This is an optimization exercise on Yosys and OpenROAD, whose aim is small area and a short achievable clock period, not a production implementation. RTL that was checked went through simulation tests only; none was proved equivalent to the original. Power figures rest on the tool's default switching activity, not on a simulated workload. The flow treats the clock pin as an ideal source, which a real chip does not have.

==> flow/design.v (excerpt) <==
module xy_frame_sequencer
#(
   parameter int          DEPTH   = 64,
   parameter int          DWELL   = 2,
   parameter logic [15:0] TIMEOUT = 16'd50000
) (
   input  logic       clk,
   input  logic       reset,
   input  logic       enable,
   input  logic       step,
   input  logic       rx_valid,
   input  logic [7:0] rx_data,
   output logic [7:0] xdac,
   output logic [7:0] ydac,
   output logic       frame_start,
   output logic       loading,
   output logic       load_err
);
clock: 9.0 ns
lec_check: 0
cap_margin: 20
core_margin: 2
core_utilization: 55
slew_margin: 20
standard.sh (not shown) runs the stock make flow with config.mk's settings and CLKGATE_MAP_FILE= SYNTH_SCRIPT=/design/flow/synth_recipe.tcl, a recipe that flattens the netlist after the stock synthesis.
==> flow/flow/run.sh <==
#!/bin/bash
# Standard ORFS layout (the standard.sh, standard synthesis unchanged) with
# a few layout knobs passed to make:
#  - footprint matching off, so timing repair may resize the port buffers;
#  - port buffers start as buf_2 rather than a delay cell;
#  - setup repair aims at a tighter slack margin;
#  - CTS without dummy loads and with larger sink clusters.
set -euo pipefail
bash standard.sh \
  MATCH_CELL_FOOTPRINT=0 \
  SETUP_SLACK_MARGIN=6 \
  "BUFFER_PORTS_ARGS=-buffer_cell sky130_fd_sc_hd__buf_2" \
  "CTS_ARGS=-sink_clustering_enable -repair_clock_nets -sink_clustering_size 30 -sink_clustering_max_diameter 80 -buf_list sky130_fd_sc_hd__clkbuf_16 -dont_use_dummy_load" \
  finish > make_finish.log 2>&1
The starting point finished clean.
Then changed:
==> flow/run.sh (new file) <==
#!/bin/bash
# synth_recipe.tcl (not shown) runs the flow's synth.tcl, then flattens the netlist and writes it again
# the make line also repeats each setting of config.mk as NAME=value (left out here)
make -C /OpenROAD-flow-scripts/flow DESIGN_CONFIG=/design/flow/config.mk WORK_HOME=/design/flow/orfs CLKGATE_MAP_FILE= SYNTH_SCRIPT=/design/flow/synth_recipe.tcl finish
--- a/flow/config.mk
+++ b/flow/config.mk
@@ -10 +10 @@
-export CORE_UTILIZATION = 55
+export CORE_UTILIZATION = 40
removed: flow/flow/run.sh
removed: flow/standard.sh
The changed run completed without violations.
Total power rises by 24%.
Maximum frequency falls by 23%.
Via count rises by 1.5%.
Worst setup slack is worse by 900 ps.
Final area rises by 6.0%.
Global-route usage falls by 4.7 points.
Die area rises by 37%.
Clock skew falls by 30 ps.
Area after synthesis stays the same.
Core utilization falls by 14 points.
Function was not checked in any run of this note: the RTL went through the layout flow alone.


Setup of exp/cedar:
xy_frame_sequencer, a different RTL version from the one above (not shown whole).
For scale: about 3000 cells after synthesis, about 32 I/O pins, ~69000 µm² of cells after synthesis.
export LEC_CHECK = 0
export CAP_MARGIN = 20
export CORE_MARGIN = 2
export CORE_UTILIZATION = 55
export SLEW_MARGIN = 20
create_clock -name core_clock -period 9.0 [get_ports {clk}]
==> flow/flow/run.sh <==
#!/bin/bash
# Standard ORFS layout (the standard.sh) with these changes:
#  - synthesis is the standard synthesis script, except that ABC maps the
#    logic with an area-oriented script (flow/area.abc); registers are not
#    touched by ABC, so they come out as in the standard synthesis;
#  - footprint matching off, so timing repair may resize the port buffers;
#  - port buffers start as buf_2 rather than a delay cell;
#  - setup repair aims at a tighter slack margin;
#  - CTS without dummy loads and with larger sink clusters.
set -euo pipefail
here=$(pwd)
export MY_ABC_SCRIPT=$here/flow/area.abc
{
  head -n 1 synth_recipe.tcl
  cat <<'TCL'
proc abc {args} {
  set i [lsearch -exact $args -script]
  if {$i >= 0} { lset args [expr {$i + 1}] $::env(MY_ABC_SCRIPT) }
  yosys abc {*}$args
}
TCL
  tail -n +2 synth_recipe.tcl
} > area_synth.tcl
bash standard.sh \
  SYNTH_SCRIPT=$here/area_synth.tcl \
  MATCH_CELL_FOOTPRINT=0 \
  SETUP_SLACK_MARGIN=6.1 \
  "BUFFER_PORTS_ARGS=-buffer_cell sky130_fd_sc_hd__buf_2" \
  "CTS_ARGS=-sink_clustering_enable -repair_clock_nets -sink_clustering_size 30 -sink_clustering_max_diameter 80 -buf_list sky130_fd_sc_hd__clkbuf_16 -dont_use_dummy_load" \
  finish > make_finish.log 2>&1
==> flow/flow/area.abc <==
strash
dch -f
amap
topo
For exp/yarrow, these inputs were changed with respect to exp/cedar:
- CORE_UTILIZATION: 55 -> 52
--- a/flow/flow/run.sh
+++ b/flow/flow/run.sh
@@ -27 +27 @@
-  SETUP_SLACK_MARGIN=6.1 \
+  SETUP_SLACK_MARGIN=6.05 \
==> comparison <==
- Sort exp/cedar and exp/yarrow by die extent in y, descending, and exp/yarrow comes first.
- Design area delta (exp/cedar -> exp/yarrow): insignificant
- Final period demand of the worst path (exp/yarrow over exp/cedar): increase, 37 ps
- Portion of the clock cycle consumed by the worst path in the final layout: exp/yarrow vs exp/cedar up 0.41 points
- exp/yarrow vs exp/cedar: sum of routed wire segments on met1 up
- From exp/cedar to exp/yarrow the numbers moved as follows: proportion of power drawn by the clock network higher, global router's overall resource usage lower, detail-routed net length per standard cell lower.
- Relative to exp/cedar, core utilization has decreased by 3.3 points in exp/yarrow.
- STATUS total routed wirelength: exp/yarrow loses against exp/cedar
For exp/zinc, these inputs were changed with respect to exp/yarrow:
- a change of CORE_UTILIZATION from 52 to 58
Notes after the runs:
The average routed wire per standard cell of exp/zinc exceeds that of exp/yarrow by about 2.2%. Worst slack after detailed placement down 19 ps in exp/zinc wrt exp/yarrow. The met1 global-route usage of exp/zinc exceeds that of exp/yarrow by 3.1 points. exp/zinc: worst setup slack after layout lower than exp/yarrow. Lower static leakage power among exp/zinc and exp/yarrow: exp/zinc. | final clock period utilization by the worst path | exp/zinc vs exp/yarrow | 0.79 points higher |. exp/yarrow was larger in final cell area than exp/zinc.
### exp/zinc -> exp/ember
- CORE_UTILIZATION changed from 58 to 55
--- a/flow/flow/run.sh
+++ b/flow/flow/run.sh
@@ -29 +29 @@
-  "CTS_ARGS=-sink_clustering_enable -repair_clock_nets -sink_clustering_size 30 -sink_clustering_max_diameter 80 -buf_list sky130_fd_sc_hd__clkbuf_16 -dont_use_dummy_load" \
+  "CTS_ARGS=-sink_clustering_enable -repair_clock_nets -sink_clustering_size 30 -sink_clustering_max_diameter 80 -buf_list {sky130_fd_sc_hd__clkbuf_8 sky130_fd_sc_hd__clkbuf_16} -dont_use_dummy_load" \
==> comparison <==
exp/zinc did not stop at any stage, and its layout met the timing, DRC and antenna checks.
exp/ember | stages: all done | timing, DRC, antenna: all pass
The final reports for exp/ember and exp/zinc show met1 layer usage reported by global route lower in the former.
exp/ember: post-placement worst setup slack 55 ps above exp/zinc
Vias after detailed routing ended up 0.59% higher on exp/ember than on exp/zinc.
--- input diff exp/ember..exp/raven ---
--- a/flow/flow/run.sh
+++ b/flow/flow/run.sh
@@ -29 +29 @@
-  "CTS_ARGS=-sink_clustering_enable -repair_clock_nets -sink_clustering_size 30 -sink_clustering_max_diameter 80 -buf_list {sky130_fd_sc_hd__clkbuf_8 sky130_fd_sc_hd__clkbuf_16} -dont_use_dummy_load" \
+  "CTS_ARGS=-sink_clustering_enable -repair_clock_nets -sink_clustering_size 28 -sink_clustering_max_diameter 75 -buf_list sky130_fd_sc_hd__clkbuf_16 -dont_use_dummy_load" \
--- outcome ---
- exp/raven vs. exp/ember: critical-path maximum fanout shows no meaningful change; total length of routed wires shows no meaningful change; design area shows an increase of about 0.45%.


run 1:
xy_frame_sequencer, a different RTL version from the one above (not shown whole).
Size: roughly 3200 cells after synthesis, roughly 2100 flip-flops, roughly 71000 sq um of cells after synthesis.
==> flow/config.mk <==
export PLATFORM = sky130hd
export DESIGN_NAME = xy_frame_sequencer
export DESIGN_NICKNAME = xy_frame_sequencer
export VERILOG_FILES = /design/flow/design.v
export SDC_FILE = /design/flow/constraint.sdc
export NUM_CORES = 4
export LEC_CHECK = 0
export CAP_MARGIN = 20
export CORE_MARGIN = 2
export CORE_UTILIZATION = 55
export SLEW_MARGIN = 20
==> flow/constraint.sdc <==
create_clock -name core_clock -period 9.0 [get_ports {clk}]
set_input_delay 1.8000 -clock core_clock [delete_from_list [all_inputs] [get_ports {clk}]]
set_output_delay 1.8000 -clock core_clock [all_outputs]
set_load 0.01 [all_outputs]
==> flow/flow/run.sh <==
#!/bin/bash
# Standard ORFS layout (the standard.sh, standard synthesis unchanged) with
# a few layout knobs passed to make:
#  - footprint matching off, so timing repair may resize the port buffers;
#  - port buffers start as buf_2 rather than a delay cell;
#  - setup repair aims at a tighter slack margin;
#  - CTS without dummy loads and with larger sink clusters.
set -euo pipefail
bash standard.sh \
  MATCH_CELL_FOOTPRINT=0 \
  SETUP_SLACK_MARGIN=6.2 \
  "BUFFER_PORTS_ARGS=-buffer_cell sky130_fd_sc_hd__buf_2" \
  "CTS_ARGS=-sink_clustering_enable -repair_clock_nets -sink_clustering_size 30 -sink_clustering_max_diameter 80 -buf_list sky130_fd_sc_hd__clkbuf_16 -dont_use_dummy_load" \
  finish > make_finish.log 2>&1
Run 1 completed every stage of the flow, and the final layout passed the timing, DRC and antenna checks.
Input-level comparison between run 2 and run 1:
diff --git a/flow/flow/run.sh b/flow/flow/run.sh
--- a/flow/flow/run.sh
+++ b/flow/flow/run.sh
@@ -10,3 +10,3 @@
   MATCH_CELL_FOOTPRINT=0 \
-  SETUP_SLACK_MARGIN=6.2 \
+  SETUP_SLACK_MARGIN=6 \
   "BUFFER_PORTS_ARGS=-buffer_cell sky130_fd_sc_hd__buf_2" \
## What came out
On total area of sequential cells, run 1 and run 2 are neck and neck.
Taking run 1 as the reference, in run 2 half-perimeter wire length after detailed placement flat; non-clock buffer count now sits lower; number of DRC markers after the initial detailed-route iteration lost about 0.44%.
On met2 usage, the lower figure sits with run 2, not run 1.
Run 2: aggregate routed wire length is 1.5% lower than what run 1 reported.
Looking at run 1 and run 2, the total power of the final layout is a wash.
Re path length in cells of the critical path: no difference whatsoever between run 2 and run 1.
What run 3 does differently from run 2 at the input level:
diff --git a/flow/flow/run.sh b/flow/flow/run.sh
--- a/flow/flow/run.sh
+++ b/flow/flow/run.sh
@@ -1,4 +1,6 @@
 #!/bin/bash
-# Standard ORFS layout (the standard.sh, standard synthesis unchanged) with
-# a few layout knobs passed to make:
+# Standard ORFS layout (the standard.sh) with these changes:
+#  - synthesis is the standard synthesis script, except that ABC maps the
+#    logic with an area-oriented script (flow/area.abc); registers are not
+#    touched by ABC, so they come out as in the standard synthesis;
 #  - footprint matching off, so timing repair may resize the port buffers;
@@ -8,3 +10,17 @@
 set -euo pipefail
+here=$(pwd)
+export MY_ABC_SCRIPT=$here/flow/area.abc
+{
+  head -n 1 synth_recipe.tcl
+  cat <<'TCL'
+proc abc {args} {
+  set i [lsearch -exact $args -script]
+  if {$i >= 0} { lset args [expr {$i + 1}] $::env(MY_ABC_SCRIPT) }
+  yosys abc {*}$args
+}
+TCL
+  tail -n +2 synth_recipe.tcl
+} > area_synth.tcl
 bash standard.sh \
+  SYNTH_SCRIPT=$here/area_synth.tcl \
   MATCH_CELL_FOOTPRINT=0 \
==> flow/flow/area.abc (new file) <==
strash
dch -f
amap
topo
==> comparison <==
Per the comparison of run 3 with run 2, fill cell instance count of the final layout -5.2%, fmax -0.042 GHz, number of H-tree branching levels ~0 delta.
Here is what was changed in the inputs of run 4 compared with run 3.
==> flow/flow/run.sh <==
#!/bin/bash
# Standard ORFS layout (the standard.sh, standard synthesis unchanged) with
# a few layout knobs passed to make:
#  - footprint matching off, so timing repair may resize the port buffers;
#  - port buffers start as buf_2 rather than a delay cell;
#  - setup repair aims at a tighter slack margin;
#  - CTS without dummy loads and with larger sink clusters.
set -euo pipefail
bash standard.sh \
  MATCH_CELL_FOOTPRINT=0 \
  SETUP_SLACK_MARGIN=6.3 \
  "BUFFER_PORTS_ARGS=-buffer_cell sky130_fd_sc_hd__buf_2" \
  "CTS_ARGS=-sink_clustering_enable -repair_clock_nets -sink_clustering_size 20 -sink_clustering_max_diameter 60 -buf_list sky130_fd_sc_hd__clkbuf_16 -dont_use_dummy_load" \
  finish > make_finish.log 2>&1
removed: flow/flow/area.abc
Findings:
Relative to run 3, the clock share of power of run 4 is higher by 5.2 points.
Relative to run 3, post-synthesis xor/xnor area fraction increased by 0.27 points in run 4.
Going from run 3 to run 4, post-CTS setup repair buffer count moved down, post-route fraction of the period consumed by the critical path moved down, count of clock-buffer cells in the layout moved up, data arrival time at the worst-slack endpoint moved down, share of layout cells above drive strength 1 moved up.
Compared with run 3, run 4 shows leakage power that has gone up by a little under 10%.
Between run 3 and run 4, synthesis-to-finish area growth increased.
The lower number of standard cells in the final layout excluding fillers came out of run 3.
For run 3, the destination of the critical timing path was rdata_q[11], unlike run 4, where it was ydac[1].

## re-timing with driven ports
In the flow no input, the clock included, has a driving cell. The finished layouts below were timed again as built, in two steps.
Step 1 (the two cells are an assumption about what drives the block):
set clk [get_ports {clk}]
set_driving_cell -lib_cell sky130_fd_sc_hd__clkbuf_16 $clk
set_driving_cell -lib_cell sky130_fd_sc_hd__buf_2 [delete_from_list [all_inputs] $clk]
Step 2 adds t to the input delays and takes it off the output delays; t is the mean of the earliest and latest rising clock arrival at the registers after step 1. Input paths then give back, and output paths get back, about the clock's delay inside the block.
Slacks: no drivers / after step 1 / after step 2; pairs: no drivers / after step 1.
run	shift t [ns]	slack for setup (ns)	clock arrival spread, ns	worst data-port slew with drivers (ns)
the first run of note 1	0.771	5.985 / 5.909 / 5.316	0.085 / 0.085	0.12
the second run of note 1	0.880	5.084 / 5.010 / 4.334	0.055 / 0.056	0.05
exp/cedar	0.737	6.033 / 5.960 / 5.474	0.087 / 0.086	0.12
exp/yarrow	0.744	5.996 / 5.926 / 5.346	0.111 / 0.112	0.14
exp/zinc	0.737	5.925 / 5.855 / 5.442	0.074 / 0.074	0.13
exp/ember	0.738	6.035 / 5.960 / 5.397	0.087 / 0.087	0.12
exp/raven	0.755	6.013 / 5.943 / 5.398	0.107 / 0.108	0.12
run 1	0.746	5.967 / 5.899 / 5.438	0.083 / 0.083	0.06
run 2	0.747	5.972 / 5.903 / 5.356	0.082 / 0.082	0.03
run 3	0.734	5.526 / 5.526 / 4.945	0.077 / 0.078	0.10
run 4	0.807	5.919 / 5.850 / 5.384	0.108 / 0.107	0.11
After both steps setup and hold are still met in every run listed. For the second run of note 1, which loses most, drivers alone change the setup slack by -0.074 ns; drivers and shift together by -0.750 ns.
